Source: an optimization exercise on an open RTL-to-GDS flow (aim: small area, a short achievable clock period and few clock cycles per item). Production flows keep margins and buffers that such runs may drop.
RTL that was checked went through simulation tests only; none was proved equivalent to the original.
Power and IR drop assume default switching activity.

## harbor
// ekf_slam_core
module ekf_slam_core (
  input  logic          clk,
  input  logic          sys_rst,
  input  logic          i_stage_valid,
  input  logic [76:0]   i_stage_cmd,
  input  logic [31:0]   i_plb_dout,
  input  logic          i_nl_done,
  input  logic [191:0]  i_nl_result,
  output logic          o_stage_ready,
  output logic          o_plb_en,
  output logic          o_plb_we,
  output logic [31:0]   o_plb_addr,
  output logic [31:0]   o_plb_din,
  output logic          o_nl_init,
  output logic [2:0]    o_nl_stage,
  output logic [159:0]  o_nl_operand
);
Size: roughly 1700 cells after synthesis, about 270 flip-flops, about 18000 µm² of cells after synthesis.
export LEC_CHECK = 0
export CAP_MARGIN = 20
export CORE_MARGIN = 2
export CORE_UTILIZATION = 40
export SETUP_SLACK_MARGIN = 1.5
export SLEW_MARGIN = 20
create_clock -name core_clock -period 5.0 [get_ports {clk}]
standard.sh (not shown) runs the stock make flow with config.mk's settings and CLKGATE_MAP_FILE= SYNTH_SCRIPT=/design/flow/synth_recipe.tcl, a recipe that flattens the netlist after the stock synthesis.
==> flow/flow/run.sh <==
#!/bin/bash
# Standard layout, with plain buffers (buf_1) on the ports in place of the
# delay buffers buffer_ports picks by default.
set -euo pipefail
export BUFFER_PORTS_ARGS="-buffer_cell sky130_fd_sc_hd__buf_1"
bash standard.sh > standard.log 2>&1
harbor | stages: all done | timing, DRC, antenna: all pass
Testbench counts of harbor, summed over its fixed seeds: cycles 11,126, commands 1,920.
The inputs of willow differ from those of harbor as listed below.
diff --git a/flow/design.v b/flow/design.v
--- a/flow/design.v
+++ b/flow/design.v
@@ -145,36 +145,37 @@
   logic w_ovl, l_haz, snoop;
   assign w_ovl = w_upd ? (tag[9:1] == 9'd254) : (w_lk == tag);
   assign l_haz = (ww != 2'd0) & w_ovl;
   assign snoop = wr_ww & w_ovl;
   logic lk_match, l_ok;
   assign lk_match = (in_lk == tag);
-  assign l_ok     = lk_match & lxv & lyv & ~l_haz;
+  assign l_ok     = lk_match & lxv & (lyv | ly_fly) & ~l_haz;
   logic pw_ok, go_prd, go_new, go_upd, go;
   assign pw_ok  = (pw[1] == 1'b0) | ((pw == 2'd2) & (ww == 2'd0) & ~rd_any);
   assign go_prd = pw_ok & (~nl_busy | (i_nl_done & ~c_prd));
   assign go_new = ~nl_busy & (~ww[1] | ~rd_any);
   assign go_upd = ~nl_busy & ~ww[1] & l_ok;
   assign go     = pv & ((in_prd & go_prd) | (in_new & go_new) | (in_upd & go_upd));
   logic accept;
   assign accept = i_stage_valid & go;
   assign o_stage_ready = i_stage_valid ? (go | ~in_legal) : all_done;
   assign o_nl_init     = accept;
   assign o_nl_stage    = in_stage;
-  assign o_nl_operand  = {px, py, pt, lx, ly};
-  logic [11:0] w_la;
-  logic [10:0] t_p1, t_p2;
-  assign w_la = {1'b0, w_lk, 1'b1} + {10'd0, 1'b1, ~ww[1]};
+  assign o_nl_operand  = {px, py, pt, lx, (ly_fly ? i_plb_dout : ly)};
+  logic [10:0] w_p1, w_p2, t_p1, t_p2;
+  assign w_p1 = {1'b0, w_lk} + 11'd1;
+  assign w_p2 = {1'b0, w_lk} + 11'd2;
   assign t_p1 = {1'b0, tag} + 11'd1;
   assign t_p2 = {1'b0, tag} + 11'd2;
   logic din_ww;
   assign din_ww = (ww != 2'd0) & ~(busy_prd & (pw != 2'd0));
   logic [11:0] waddr, raddr, addr;
   always_comb begin
     if (din_ww) begin
-      waddr = w_upd ? {11'd510, ~ww[1]} : w_la;
+      if (ww[1]) waddr = w_upd ? 12'd1020 : {w_p1, 1'b1};
+      else       waddr = w_upd ? 12'd1021 : {w_p2, 1'b0};
     end else begin
       waddr = {10'd0, ~pw};
     end
     if (rd_pose)    raddr = {10'd0, pp};
     else if (rd_lx) raddr = {t_p1, 1'b1};
     else            raddr = {t_p2, 1'b0};
@@ -187,20 +188,21 @@
     else                 o_plb_din = pt;
   end
   assign o_plb_en   = wr_ww | wr_pw | (rd & i_stage_valid);
   assign o_plb_we   = wr_ww | wr_pw;
   assign o_plb_addr = {20'd0, addr};
   logic [31:0] a0, b0, a1, b1, sum0, sum1;
-  logic [31:0] sum2;
+  logic [32:0] s0w, s1w;
   assign a0   = c_upd ? c_rk  : px;
   assign a1   = c_upd ? c_phi : py;
   assign b0   = ({32{c_prd}} & r2) | ({32{c_new}} & r3) | ({32{c_upd}} & ~r0);
   assign b1   = ({32{c_prd}} & r3) | ({32{c_new}} & r2) | ({32{c_upd}} & ~r1);
-  ekf_add u_add0 (.a(a0), .b(b0), .ci(c_upd), .s(sum0));
-  ekf_add u_add1 (.a(a1), .b(b1), .ci(c_upd), .s(sum1));
-  ekf_add u_add2 (.a(pt), .b(r1), .ci(1'b0),  .s(sum2));
+  assign s0w  = {a0, 1'b1} + {b0, c_upd};
+  assign s1w  = {a1, 1'b1} + {b1, c_upd};
+  assign sum0 = s0w[32:1];
+  assign sum1 = s1w[32:1];
   logic kill_l;
   assign kill_l = (i_stage_valid & in_upd & ~lk_match) | snoop;
   always_ff @(posedge clk) begin
     if (sys_rst) begin
       nl_busy <= 1'b0;
       pw      <= 2'd0;
@@ -260,13 +262,13 @@
     if (rq_t)                  pt <= i_plb_dout;
     if (lx_fly)                lx <= i_plb_dout;
     if (ly_fly)                ly <= i_plb_dout;
     if (m_done && c_prd) begin
       px <= sum0;
       py <= sum1;
-      pt <= sum2;
+      pt <= pt + r1;
     end
     if (~nl_busy | i_nl_done) begin
       c_prd <= in_prd;
       c_new <= in_new;
       c_upd <= in_upd;
       c_lk  <= in_lk;
@@ -281,32 +283,6 @@
     if (m_done && !c_prd) begin
       w_upd <= c_upd;
       w_lk  <= c_lk;
     end
   end
 endmodule
-module ekf_add (
-  input  logic [31:0] a,
-  input  logic [31:0] b,
-  input  logic        ci,
-  output logic [31:0] s
-);
-  logic [31:0] g [0:5];
-  logic [31:0] p [0:5];
-  logic [31:0] h;
-  assign h    = a ^ b;
-  assign g[0] = (a & b) | {31'd0, h[0] & ci};
-  assign p[0] = h;
-  for (genvar l = 0; l < 5; l++) begin : lv
-    for (genvar i = 0; i < 32; i++) begin : bt
-      if (((i >> l) & 1) == 1) begin : c
-        localparam int J = ((i >> l) << l) - 1;
-        assign g[l+1][i] = g[l][i] | (p[l][i] & g[l][J]);
-        assign p[l+1][i] = p[l][i] & p[l][J];
-      end else begin : n
-        assign g[l+1][i] = g[l][i];
-        assign p[l+1][i] = p[l][i];
-      end
-    end
-  end
-  assign s = h ^ {g[5][30:0], ci};
-endmodule
Results
- Compared with harbor, willow shows a higher standard cell area after detailed placement.
- A end point of the critical path of py[22] is what harbor shows, while o_stage_ready belongs to willow.
- [willow] final weighted congestion of routability-driven global placement rose 0.055 relative to harbor
- The lower cell area came out of harbor.
- Detailed placer's ending HPWL was lower in harbor than in willow.
- Diff harbor and willow: final wirelength lower in harbor
- willow ends up with higher final critical-path required period than harbor does.
- Looking at post-synthesis to final-layout area growth across harbor and willow, the one that comes out lower is harbor.
- Logic gate share of total power is higher on willow
Function not checked in willow: the RTL went through the layout flow alone.

---

The RTL this note starts from:
==> flow/design.v <==
package slam_pkg;
  localparam int RSA_DW = 32;
  localparam int ROW_LEN = 10;
  localparam int PLB_AW = 32;
  localparam int PLB_RD_LATENCY = 1;
  typedef logic signed [RSA_DW-1:0] slam_word_t;
  typedef enum logic [2:0] {
    STAGE_IDLE = 3'd0,
    STAGE_PRD  = 3'd1,
    STAGE_NEW  = 3'd2,
    STAGE_UPD  = 3'd3
  } stage_code_t;
  localparam logic [PLB_AW-1:0] POSE_BASE  = 32'd0;
  localparam logic [PLB_AW-1:0] LM_BASE    = 32'd3;
  localparam logic [PLB_AW-1:0] INNOV_BASE = 32'd1020;
  function automatic [PLB_AW-1:0] lm_addr(input [ROW_LEN-1:0] l_k);
    lm_addr = LM_BASE + {{(PLB_AW-ROW_LEN-1){1'b0}}, l_k, 1'b0};
  endfunction
  typedef struct packed {
    stage_code_t            stage;
    logic [ROW_LEN-1:0]     l_k;
    slam_word_t             rk;
    slam_word_t             phi;
  } stage_cmd_t;
  typedef struct packed {
    slam_word_t x;
    slam_word_t y;
    slam_word_t theta;
    slam_word_t lx;
    slam_word_t ly;
  } nl_operand_t;
  typedef struct packed {
    slam_word_t result_0;
    slam_word_t result_1;
    slam_word_t result_2;
    slam_word_t result_3;
    slam_word_t result_4;
    slam_word_t result_5;
  } nl_raw_t;
  typedef struct packed {
    slam_word_t rsv_0;
    slam_word_t d_theta;
    slam_word_t d_x;
    slam_word_t d_y;
    slam_word_t rsv_4;
    slam_word_t rsv_5;
  } nl_prd_view_t;
  typedef struct packed {
    slam_word_t rsv_0;
    slam_word_t rsv_1;
    slam_word_t off_y;
    slam_word_t off_x;
    slam_word_t rsv_4;
    slam_word_t rsv_5;
  } nl_new_view_t;
  typedef struct packed {
    slam_word_t pred_range;
    slam_word_t pred_bearing;
    slam_word_t rsv_2;
    slam_word_t rsv_3;
    slam_word_t rsv_4;
    slam_word_t rsv_5;
  } nl_upd_view_t;
  typedef union packed {
    nl_raw_t      raw;
    nl_prd_view_t prd;
    nl_new_view_t newlm;
    nl_upd_view_t upd;
  } nl_result_u;
  typedef struct packed {
    slam_word_t [2:0]     words;
    logic [PLB_AW-1:0]    base;
    logic [1:0]           cnt;
  } est_bundle_t;
endpackage
`timescale 1ns/1ps
module ekf_slam_core (
  input  logic          clk,
  input  logic          sys_rst,
  input  logic          i_stage_valid,
  input  logic [76:0]   i_stage_cmd,
  input  logic [31:0]   i_plb_dout,
  input  logic          i_nl_done,
  input  logic [191:0]  i_nl_result,
  output logic          o_stage_ready,
  output logic          o_plb_en,
  output logic          o_plb_we,
  output logic [31:0]   o_plb_addr,
  output logic [31:0]   o_plb_din,
  output logic          o_nl_init,
  output logic [2:0]    o_nl_stage,
  output logic [159:0]  o_nl_operand
);
  logic [2:0]  in_stage;
  logic [9:0]  in_lk;
  logic [31:0] in_rk, in_phi;
  assign in_stage = i_stage_cmd[76:74];
  assign in_lk    = i_stage_cmd[73:64];
  assign in_rk    = i_stage_cmd[63:32];
  assign in_phi   = i_stage_cmd[31:0];
  logic in_prd, in_new, in_upd, in_legal;
  assign in_prd   = (in_stage == 3'd1);
  assign in_new   = (in_stage == 3'd2);
  assign in_upd   = (in_stage == 3'd3);
  assign in_legal = in_prd | in_new | in_upd;
  logic [31:0] r0, r1, r2, r3;
  assign r0 = i_nl_result[191:160];
  assign r1 = i_nl_result[159:128];
  assign r2 = i_nl_result[127:96];
  assign r3 = i_nl_result[95:64];
  logic        nl_busy;
  logic        def_pend;
  logic        c_prd, c_new, c_upd;
  logic [9:0]  c_lk;
  logic [31:0] c_rk, c_phi;
  logic [31:0] px, py, pt;
  logic        pv;
  logic [1:0]  pp;
  logic [31:0] lx, ly;
  logic [9:0]  tag;
  logic        lxv, lyv;
  logic        lw_q;
  logic        rq_x, rq_y, rq_t, rq_lx, rq_ly;
  logic [1:0]  pw;
  logic [1:0]  ww;
  logic        w_upd;
  logic [9:0]  w_lk;
  logic busy_prd, busy_nu, m_done, all_done, idle;
  assign busy_prd = nl_busy & c_prd;
  assign busy_nu  = nl_busy & ~c_prd;
  assign m_done   = nl_busy & i_nl_done;
  assign all_done = ~nl_busy & ~def_pend & (pw == 2'd0) & (ww == 2'd0);
  assign idle     = all_done & ~i_stage_valid;
  logic lx_fly, ly_fly, rd_pose, rd_lx, rd_ly, rd_any;
  assign lx_fly  = rq_lx;
  assign ly_fly  = rq_ly;
  assign rd_pose = ~pv & (pp != 2'd3);
  assign rd_lx   = ~rd_pose & (lw_q | def_pend) & ~lxv & ~lx_fly;
  assign rd_ly   = ~rd_pose & ~rd_lx & (lw_q | def_pend) & ~lyv & ~ly_fly;
  assign rd_any  = rd_pose | rd_lx | rd_ly;
  logic dl_w, wr_ww, wr_pw, rd;
  assign dl_w  = (busy_prd & (pw != 2'd0)) | (busy_nu & (ww != 2'd0));
  assign wr_ww = dl_w ? busy_nu  : (~rd_any & (ww != 2'd0));
  assign wr_pw = dl_w ? busy_prd : (~rd_any & (ww == 2'd0) & (pw != 2'd0));
  assign rd    = ~dl_w & rd_any;
  logic w_ovl, l_haz, snoop;
  assign w_ovl = w_upd ? (tag[9:1] == 9'd254) : (w_lk == tag);
  assign l_haz = (ww != 2'd0) & w_ovl;
  assign snoop = wr_ww & w_ovl;
  logic lk_match, l_ok;
  assign lk_match = (in_lk == tag);
  assign l_ok     = lk_match & lxv & lyv & ~l_haz;
  logic trk;
  assign trk = ~nl_busy & ~def_pend & ((ww == 2'd0) | ((ww == 2'd1) & wr_ww));
  logic pw_ok, go_prd, go_new, go_upd, go;
  assign pw_ok  = (pw[1] == 1'b0) | ((pw == 2'd2) & (ww == 2'd0) & ~rd_any);
  assign go_prd = pw_ok & (~nl_busy | (i_nl_done & ~c_prd));
  assign go_new = ~nl_busy & (~ww[1] | ~rd_any);
  assign go_upd = trk;
  assign go     = pv & ~def_pend & ((in_prd & go_prd) | (in_new & go_new) | (in_upd & go_upd));
  logic accept, def_set, def_ok, init;
  assign accept  = i_stage_valid & go;
  assign def_set = accept & in_upd & ~l_ok;
  assign def_ok  = def_pend & lxv & lyv & ~l_haz;
  assign init    = (accept & ~def_set) | def_ok;
  assign o_stage_ready = i_stage_valid ? (go | ~in_legal) : all_done;
  assign o_nl_init     = init;
  assign o_nl_stage    = def_pend ? 3'd3 : in_stage;
  assign o_nl_operand  = {px, py, pt, lx, ly};
  logic [11:0] w_la;
  logic [10:0] t_p1, t_p2;
  assign w_la = {1'b0, w_lk, 1'b1} + {10'd0, 1'b1, ~ww[1]};
  assign t_p1 = {1'b0, tag} + 11'd1;
  assign t_p2 = {1'b0, tag} + 11'd2;
  logic din_ww;
  assign din_ww = (ww != 2'd0) & ~(busy_prd & (pw != 2'd0));
  logic [11:0] waddr, raddr, addr;
  always_comb begin
    if (din_ww) begin
      waddr = w_upd ? {11'd510, ~ww[1]} : w_la;
    end else begin
      waddr = {10'd0, ~pw};
    end
    if (rd_pose)    raddr = {10'd0, pp};
    else if (rd_lx) raddr = {t_p1, 1'b1};
    else            raddr = {t_p2, 1'b0};
  end
  assign addr = (wr_ww | wr_pw) ? waddr : raddr;
  always_comb begin
    if (din_ww)          o_plb_din = ww[1] ? c_rk : c_phi;
    else if (pw == 2'd3) o_plb_din = px;
    else if (pw == 2'd2) o_plb_din = py;
    else                 o_plb_din = pt;
  end
  assign o_plb_en   = wr_ww | wr_pw | (rd & ~idle);
  assign o_plb_we   = wr_ww | wr_pw;
  assign o_plb_addr = {20'd0, addr};
  logic [31:0] a0, b0, a1, b1, sum0, sum1;
  logic [31:0] sum2;
  assign a0   = c_upd ? c_rk  : px;
  assign a1   = c_upd ? c_phi : py;
  assign b0   = ({32{c_prd}} & r2) | ({32{c_new}} & r3) | ({32{c_upd}} & ~r0);
  assign b1   = ({32{c_prd}} & r3) | ({32{c_new}} & r2) | ({32{c_upd}} & ~r1);
  ekf_add u_add0 (.a(a0), .b(b0), .ci(c_upd), .s(sum0));
  ekf_add u_add1 (.a(a1), .b(b1), .ci(c_upd), .s(sum1));
  ekf_add u_add2 (.a(pt), .b(r1), .ci(1'b0),  .s(sum2));
  logic tag_sw, kill_l;
  assign tag_sw = i_stage_valid & in_upd & ~lk_match & ~def_pend;
  assign kill_l = tag_sw | snoop;
  always_ff @(posedge clk) begin
    if (sys_rst) begin
      nl_busy <= 1'b0;
      def_pend <= 1'b0;
      pw      <= 2'd0;
      ww      <= 2'd0;
      pv      <= 1'b0;
      pp      <= 2'd0;
      lxv     <= 1'b0;
      lyv     <= 1'b0;
      rq_x    <= 1'b0;
      rq_y    <= 1'b0;
      rq_t    <= 1'b0;
      rq_lx   <= 1'b0;
      rq_ly   <= 1'b0;
      lw_q    <= 1'b0;
    end else begin
      if (init)        nl_busy <= 1'b1;
      else if (m_done) nl_busy <= 1'b0;
      if (def_set)     def_pend <= 1'b1;
      else if (def_ok) def_pend <= 1'b0;
      if (m_done & c_prd) pw <= 2'd3;
      else if (wr_pw)     pw <= pw - 2'd1;
      if (m_done & ~c_prd) ww <= 2'd2;
      else if (wr_ww)      ww <= ww - 2'd1;
      lw_q <= i_stage_valid & in_upd;
      if (idle) begin
        pv   <= 1'b0;
        pp   <= 2'd0;
        lxv  <= 1'b0;
        lyv  <= 1'b0;
        rq_x <= 1'b0;
        rq_y <= 1'b0;
        rq_t <= 1'b0;
        rq_lx <= 1'b0;
        rq_ly <= 1'b0;
      end else begin
        rq_x  <= rd & ~idle & rd_pose & (pp == 2'd0);
        rq_y  <= rd & ~idle & rd_pose & (pp == 2'd1);
        rq_t  <= rd & ~idle & rd_pose & (pp == 2'd2);
        rq_lx <= rd & ~idle & rd_lx & ~kill_l;
        rq_ly <= rd & ~idle & rd_ly & ~kill_l;
        if (rd & ~idle & rd_pose) pp <= pp + 2'd1;
        if (rq_t) pv <= 1'b1;
        if (kill_l) begin
          lxv <= 1'b0;
          lyv <= 1'b0;
        end else begin
          if (lx_fly) lxv <= 1'b1;
          if (ly_fly) lyv <= 1'b1;
        end
      end
    end
  end
  always_ff @(posedge clk) begin
    if (tag_sw) tag <= in_lk;
  end
  always_ff @(posedge clk) begin
    if (rq_x)                  px <= i_plb_dout;
    if (rq_y)                  py <= i_plb_dout;
    if (rq_t)                  pt <= i_plb_dout;
    if (lx_fly)                lx <= i_plb_dout;
    if (ly_fly)                ly <= i_plb_dout;
    if (m_done && c_prd) begin
      px <= sum0;
      py <= sum1;
      pt <= sum2;
    end
    if (def_pend) begin
      c_prd <= 1'b0;
      c_new <= 1'b0;
      c_upd <= 1'b1;
    end else if (~nl_busy | i_nl_done) begin
      c_prd <= in_prd;
      c_new <= in_new;
      c_upd <= in_upd;
      c_lk  <= in_lk;
    end
    if (m_done && !c_prd) begin
      c_rk  <= sum0;
      c_phi <= sum1;
    end else if (trk) begin
      c_rk  <= in_rk;
      c_phi <= in_phi;
    end
    if (m_done && !c_prd) begin
      w_upd <= c_upd;
      w_lk  <= c_lk;
    end
  end
endmodule
module ekf_add (
  input  logic [31:0] a,
  input  logic [31:0] b,
  input  logic        ci,
  output logic [31:0] s
);
  logic [31:0] g [0:5];
  logic [31:0] p [0:5];
  logic [31:0] h;
  assign h    = a ^ b;
  assign g[0] = (a & b) | {31'd0, h[0] & ci};
  assign p[0] = h;
  for (genvar l = 0; l < 5; l++) begin : lv
    for (genvar i = 0; i < 32; i++) begin : bt
      if (((i >> l) & 1) == 1) begin : c
        localparam int J = ((i >> l) << l) - 1;
        assign g[l+1][i] = g[l][i] | (p[l][i] & g[l][J]);
        assign p[l+1][i] = p[l][i] & p[l][J];
      end else begin : n
        assign g[l+1][i] = g[l][i];
        assign p[l+1][i] = p[l][i];
      end
    end
  end
  assign s = h ^ {g[5][30:0], ci};
endmodule
clock: 5.0 ns
lec_check: 0
cap_margin: 20
core_margin: 2
core_utilization: 40
setup_slack_margin: 1.2
slew_margin: 20
Scripts as last shown in full above: flow/flow/run.sh
Rerun with:
--- a/flow/design.v
+++ b/flow/design.v
@@ -135,16 +135,16 @@
   assign lx_fly  = rq_lx;
   assign ly_fly  = rq_ly;
   assign rd_pose = ~pv & (pp != 2'd3);
-  assign rd_lx   = ~rd_pose & (lw_q | def_pend) & ~lxv & ~lx_fly;
-  assign rd_ly   = ~rd_pose & ~rd_lx & (lw_q | def_pend) & ~lyv & ~ly_fly;
+  assign rd_lx   = ~rd_pose & (lw_q | (def_pend & c_upd)) & ~lxv & ~lx_fly;
+  assign rd_ly   = ~rd_pose & ~rd_lx & (lw_q | (def_pend & c_upd)) & ~lyv & ~ly_fly;
   assign rd_any  = rd_pose | rd_lx | rd_ly;
-  logic dl_w, wr_ww, wr_pw, rd;
-  assign dl_w  = (busy_prd & (pw != 2'd0)) | (busy_nu & (ww != 2'd0));
-  assign wr_ww = dl_w ? busy_nu  : (~rd_any & (ww != 2'd0));
-  assign wr_pw = dl_w ? busy_prd : (~rd_any & (ww == 2'd0) & (pw != 2'd0));
-  assign rd    = ~dl_w & rd_any;
+  logic rd_q, rd_2q, rd_pri, dl_w, wr_ww, wr_pw, rd;
+  assign rd_pri = rd_any & ~(rd_2q & ((ww != 2'd0) | (pw != 2'd0)));
+  assign dl_w   = (busy_prd & (pw != 2'd0)) | (busy_nu & (ww != 2'd0));
+  assign wr_ww  = dl_w ? busy_nu  : (~rd_pri & (ww != 2'd0));
+  assign wr_pw  = dl_w ? busy_prd : (~rd_pri & (ww == 2'd0) & (pw != 2'd0));
+  assign rd     = ~dl_w & rd_pri;
   logic w_ovl, l_haz, snoop;
-  assign w_ovl = w_upd ? (tag[9:1] == 9'd254) : (w_lk == tag);
   assign l_haz = (ww != 2'd0) & w_ovl;
   assign snoop = wr_ww & w_ovl;
   logic lk_match, l_ok;
@@ -153,19 +153,19 @@
   logic trk;
   assign trk = ~nl_busy & ~def_pend & ((ww == 2'd0) | ((ww == 2'd1) & wr_ww));
   logic pw_ok, go_prd, go_new, go_upd, go;
-  assign pw_ok  = (pw[1] == 1'b0) | ((pw == 2'd2) & (ww == 2'd0) & ~rd_any);
+  assign pw_ok  = (pw[1] == 1'b0) | ((pw == 2'd2) & (ww == 2'd0) & ~rd_pri);
   assign go_prd = pw_ok & (~nl_busy | (i_nl_done & ~c_prd));
-  assign go_new = ~nl_busy & (~ww[1] | ~rd_any);
+  assign go_new = ~nl_busy & (~ww[1] | ~rd_pri);
   assign go_upd = trk;
-  assign go     = pv & ~def_pend & ((in_prd & go_prd) | (in_new & go_new) | (in_upd & go_upd));
+  assign go     = ~def_pend & ((in_prd & go_prd) | (in_new & go_new) | (in_upd & go_upd));
   logic accept, def_set, def_ok, init;
   assign accept  = i_stage_valid & go;
-  assign def_set = accept & in_upd & ~l_ok;
-  assign def_ok  = def_pend & lxv & lyv & ~l_haz;
+  assign def_set = accept & (~pv | (in_upd & ~l_ok));
+  assign def_ok  = def_pend & pv & (~c_upd | (lxv & lyv & ~l_haz));
   assign init    = (accept & ~def_set) | def_ok;
   assign o_stage_ready = i_stage_valid ? (go | ~in_legal) : all_done;
   assign o_nl_init     = init;
-  assign o_nl_stage    = def_pend ? 3'd3 : in_stage;
+  assign o_nl_stage    = def_pend ? {1'b0, c_new | c_upd, c_prd | c_upd} : in_stage;
   assign o_nl_operand  = {px, py, pt, lx, ly};
   logic [11:0] w_la;
   logic [10:0] t_p1, t_p2;
@@ -207,6 +207,12 @@
   logic tag_sw, kill_l;
   assign tag_sw = i_stage_valid & in_upd & ~lk_match & ~def_pend;
   assign kill_l = tag_sw | snoop;
+  logic       w_load, w_upd_n;
+  logic [9:0] w_lk_n, tag_n;
+  assign w_load  = m_done & ~c_prd;
+  assign w_upd_n = w_load ? c_upd : w_upd;
+  assign w_lk_n  = w_load ? c_lk  : w_lk;
+  assign tag_n   = tag_sw ? in_lk : tag;
   always_ff @(posedge clk) begin
     if (sys_rst) begin
       nl_busy <= 1'b0;
@@ -223,6 +229,8 @@
       rq_lx   <= 1'b0;
       rq_ly   <= 1'b0;
       lw_q    <= 1'b0;
+      rd_q    <= 1'b0;
+      rd_2q   <= 1'b0;
     end else begin
       if (init)        nl_busy <= 1'b1;
       else if (m_done) nl_busy <= 1'b0;
@@ -233,6 +241,8 @@
       if (m_done & ~c_prd) ww <= 2'd2;
       else if (wr_ww)      ww <= ww - 2'd1;
       lw_q <= i_stage_valid & in_upd;
+      rd_q  <= rd & ~idle;
+      rd_2q <= rd & ~idle & rd_q;
       if (idle) begin
         pv   <= 1'b0;
         pp   <= 2'd0;
@@ -263,6 +273,7 @@
   end
   always_ff @(posedge clk) begin
     if (tag_sw) tag <= in_lk;
+    w_ovl <= w_upd_n ? (tag_n[9:1] == 9'd254) : (w_lk_n == tag_n);
   end
   always_ff @(posedge clk) begin
     if (rq_x)                  px <= i_plb_dout;
@@ -275,11 +286,7 @@
       py <= sum1;
       pt <= sum2;
     end
-    if (def_pend) begin
-      c_prd <= 1'b0;
-      c_new <= 1'b0;
-      c_upd <= 1'b1;
-    end else if (~nl_busy | i_nl_done) begin
+    if (~def_pend & (~nl_busy | i_nl_done)) begin
       c_prd <= in_prd;
       c_new <= in_new;
       c_upd <= in_upd;
After rerunning: The new run finished clean. Area after synthesis goes up by 1.5%. Die area goes up by 1.4%. Clock power goes up by about 5%. Non-clock buffer count goes up by 42. Sequential cell count goes up by 3. Global-route usage goes down by 0.56 points. Sequential share of layout area goes down by 1.8 points. Clock-buffer cell count goes down by 12. Sequential power goes up by about 5%. Wire length goes up by 3.1%. Via count goes up by 3.9%. Critical path depth goes up by 3.
Function was not checked in any run of this note: the RTL went through the layout flow alone.

[afterwards: timing with drivers on the ports]
No port has a modelled driver above. Below, the same layouts with a new extraction and two added sets of constraints.
Step 1 sets driving cells, clkbuf_16 on the clock port and buf_2 on the other inputs (assumed; they add their load-dependent delay and slew).
Step 2 times the ports against the registers' clock, not the clock port: input delays grow and output delays shrink by t, the midpoint of the rising clock arrivals with the driver on.
a / b / c = ideal ports / drivers / drivers and shift; a / b = the first two.
run	t (ns)	slack for setup (ns)	worst setup path after step 2	latest minus earliest clock arrival (ns)
harbor	0.596	1.478 / 1.440 / 0.986	input to register	0.015 / 0.014
willow	0.605	1.285 / 1.227 / 0.991	input to register	0.021 / 0.020
the first run of note 2	0.593	1.226 / 1.226 / 0.712	input to register	0.013 / 0.014
the second run of note 2	0.601	1.021 / 0.987 / 0.545	input to register	0.025 / 0.025
After both steps every run listed still meets setup and hold. For the first run of note 2, which loses most, drivers alone change the setup slack by 0.000 ns; drivers and shift together by -0.514 ns.
